This design comes from an exercise in tuning for small area on the open sky130 flow, not from production work.
Function was checked by simulation only, so behaviour that the tests miss may differ from the original.
Power and IR drop assume default switching activity.

Design sccb_responder, start of the top module:
module sccb_responder #(
  parameter logic [7:0] DEV_ID   = sccb_pkg::SCCB_DEF_ID,
  parameter int         FILT_LEN = 3
) (
  input  logic       CLK,
  input  logic       RST,
  input  logic       scl_i,
  input  logic       sda_i,
  input  logic [7:0] rd_addr,
  output logic       sda_oe,
  output logic       busy,
  output logic       wr_valid,
  output logic [7:0] wr_addr,
  output logic [7:0] wr_data,
  output logic [7:0] rd_data
);
  logic scl_lvl, scl_rise, scl_fall;
  logic sda_lvl, sda_rise, sda_fall;
  logic [1:0] pad;
  logic [1:0] f_s0, f_s1;
  logic [1:0] f_hist [FILT_LEN-1];
  logic [1:0] f_lvl, f_rise, f_fall;
  logic [1:0] f_chg;
  assign pad = {sda_i, scl_i};
  always_comb begin
    for (int i = 0; i < 2; i++) begin
      f_chg[i] = (f_s1[i] != f_lvl[i]);
      for (int k = 0; k < FILT_LEN - 1; k++)
        if (f_hist[k][i] != f_s1[i]) f_chg[i] = 1'b0;
    end
  end
  always_ff @(posedge CLK) begin
    f_s0 <= pad;
    f_s1 <= f_s0;
    f_hist[0] <= f_s1;
    for (int k = 1; k < FILT_LEN - 1; k++) f_hist[k] <= f_hist[k-1];
  end
  always_ff @(posedge CLK) begin
    if (RST) begin
      f_lvl  <= f_s1;
      f_rise <= '0;
      f_fall <= '0;
    end else begin
      f_lvl  <= f_lvl ^ f_chg;
      f_rise <= f_chg & f_s1;
      f_fall <= f_chg & ~f_s1;
    end
  end
  assign scl_lvl  = f_lvl[0];
  assign scl_rise = f_rise[0];
  assign scl_fall = f_fall[0];
  assign sda_lvl  = f_lvl[1];
  assign sda_rise = f_rise[1];
  assign sda_fall = f_fall[1];
  logic scl_edge, start, stop;
  assign scl_edge = scl_rise | scl_fall;
  assign start = sda_fall & scl_lvl & ~scl_edge;
  assign stop  = sda_rise & scl_lvl & ~scl_edge;
  sccb_pkg::sccb_state_t          state;
  logic [sccb_pkg::BIT_CNT_W-1:0] bitcnt;
  logic [7:0]           shreg;
  logic [7:0]           ptr;
  logic                 sda_oe_q;
  logic                 busy_q;
  logic                 wr_valid_q;
  logic [7:0]           wr_addr_q;
  logic [7:0]           wr_data_q;
  logic [7:0]           rd_data_q;
  logic                 rd_mode;
  logic                 mack;
  logic [7:0]           rf_rd;
  ...
==> flow/config.mk <==
export PLATFORM = sky130hd
export DESIGN_NAME = sccb_responder
export DESIGN_NICKNAME = sccb_responder
export VERILOG_FILES = /design/flow/design.v
export SDC_FILE = /design/flow/constraint.sdc
export NUM_CORES = 4
export LEC_CHECK = 0
export CAP_MARGIN = 40
export CORE_MARGIN = 2
export CORE_UTILIZATION = 65
export CTS_BUF_LIST = sky130_fd_sc_hd__clkbuf_8
export CTS_CLUSTER_DIAMETER = 50
export CTS_CLUSTER_SIZE = 20
export PLACE_DENSITY = 0.75
export SLEW_MARGIN = 30
export SYNTH_HIERARCHICAL = 1
export SYNTH_MINIMUM_KEEP_SIZE = 0
==> flow/constraint.sdc <==
create_clock -name core_clock -period 10.0 [get_ports {CLK}]
set_input_delay 2.0000 -clock core_clock [delete_from_list [all_inputs] [get_ports {CLK}]]
set_output_delay 2.0000 -clock core_clock [all_outputs]
set_load 0.01 [all_outputs]
run.sh (not shown) runs the stock make flow with config.mk's settings and CLKGATE_MAP_FILE= SYNTH_SCRIPT=/design/flow/synth_recipe.tcl, a recipe that flattens the netlist after the stock synthesis.
Next try:
--- a/flow/design.v
+++ b/flow/design.v
@@ -131,43 +131,44 @@
     end
   end
   assign fa   = (state == sccb_pkg::ST_RDATA) ? ptr + 8'd1 : ptr;
   assign fpos = fa + off;
   always_ff @(posedge CLK) begin
     if (RST || sweeping)
       shadow <= '0;
     else if (fpos[4:0] == 5'd0)
       shadow <= ring[{fpos[7:5], 5'd0, 3'd0} +: 8];
   end
   assign rf_rd = (ptr == wr_addr_q) ? wr_data_q : shadow;
-  localparam int NGRP = 255 / 3;
-  logic [15:0]  hsel_lo, hsel_hi;
-  logic [255:0] hsel;
+  localparam int NGRP = (256 + 2) / 3;
+  logic [15:0]     hsel_lo, hsel_hi;
+  logic [3*NGRP-1:0] hsel;
   assign hpos = rd_addr + off;
   always_comb begin
     for (int i = 0; i < 16; i++) begin
       hsel_lo[i] = (hpos[3:0] == 4'(i));
       hsel_hi[i] = (hpos[7:4] == 4'(i));
     end
+    hsel = '0;
     for (int i = 0; i < 256; i++) hsel[i] = hsel_hi[i / 16] & hsel_lo[i % 16];
   end
   for (genvar b = 0; b < 8; b++) begin : g_hbit
-    logic [255:0]  col;
-    logic [NGRP:0] grp_n;
-    for (genvar i = 0; i < 256; i++) begin : g_col
-      assign col[i] = ring[i*8 + b];
+    logic [3*NGRP-1:0] col;
+    logic [NGRP-1:0]   grp_n;
+    always_comb begin
+      col = '0;
+      for (int i = 0; i < 256; i++) col[i] = ring[i*8 + b];
     end
     for (genvar g = 0; g < NGRP; g++) begin : g_grp
       sccb_aoi3 u_aoi (.d(col[3*g +: 3]), .s(hsel[3*g +: 3]), .y_n(grp_n[g]));
     end
-    assign grp_n[NGRP] = ~(col[255] & hsel[255]);
     assign hraw[b] = ~&grp_n;
   end
   always_ff @(posedge CLK) begin
     if (RST || sweeping)
       rd_data_q <= '0;
     else if (commit && rd_addr == ptr)
       rd_data_q <= byte_in;
     else if (rd_addr == wr_addr_q)
       rd_data_q <= wr_data_q;
     else
       rd_data_q <= hraw;
Global-route usage came out higher by 4.6 points.
Setup slack gets better by 0.17 ns.
Register-to-register slack gets better by 0.07 ns.
Non-clock buffer count rises by 1.
Sequential power barely changes.

re-timing with driven ports:
No port has a modelled driver above. Below, the same layouts with a new extraction and two added sets of constraints. Step 1 (the two cells are an assumption about what drives the block):
set clk [get_ports {CLK}]
set_driving_cell -lib_cell sky130_fd_sc_hd__clkbuf_16 $clk
set_driving_cell -lib_cell sky130_fd_sc_hd__buf_2 [delete_from_list [all_inputs] $clk]
Step 2, shift: input delay + t, output delay - t, t = (earliest + latest rising clock arrival at the registers) / 2. This alone moves slack from input paths to output paths. Three values: ideal, step 1, step 2; two values: the first two.
run	shift t [ns]	setup slack, ns	hold WS [ns]
the first run	0.913	1.940 / 1.981 / 1.067	0.330 / 0.330 / 0.330
the second run	0.948	2.110 / 2.162 / 1.214	0.330 / 0.330 / 0.330
After both steps setup and hold are still met in every run listed. For the second run, which loses most, drivers alone change the setup slack by +0.052 ns; drivers and shift together by -0.896 ns.
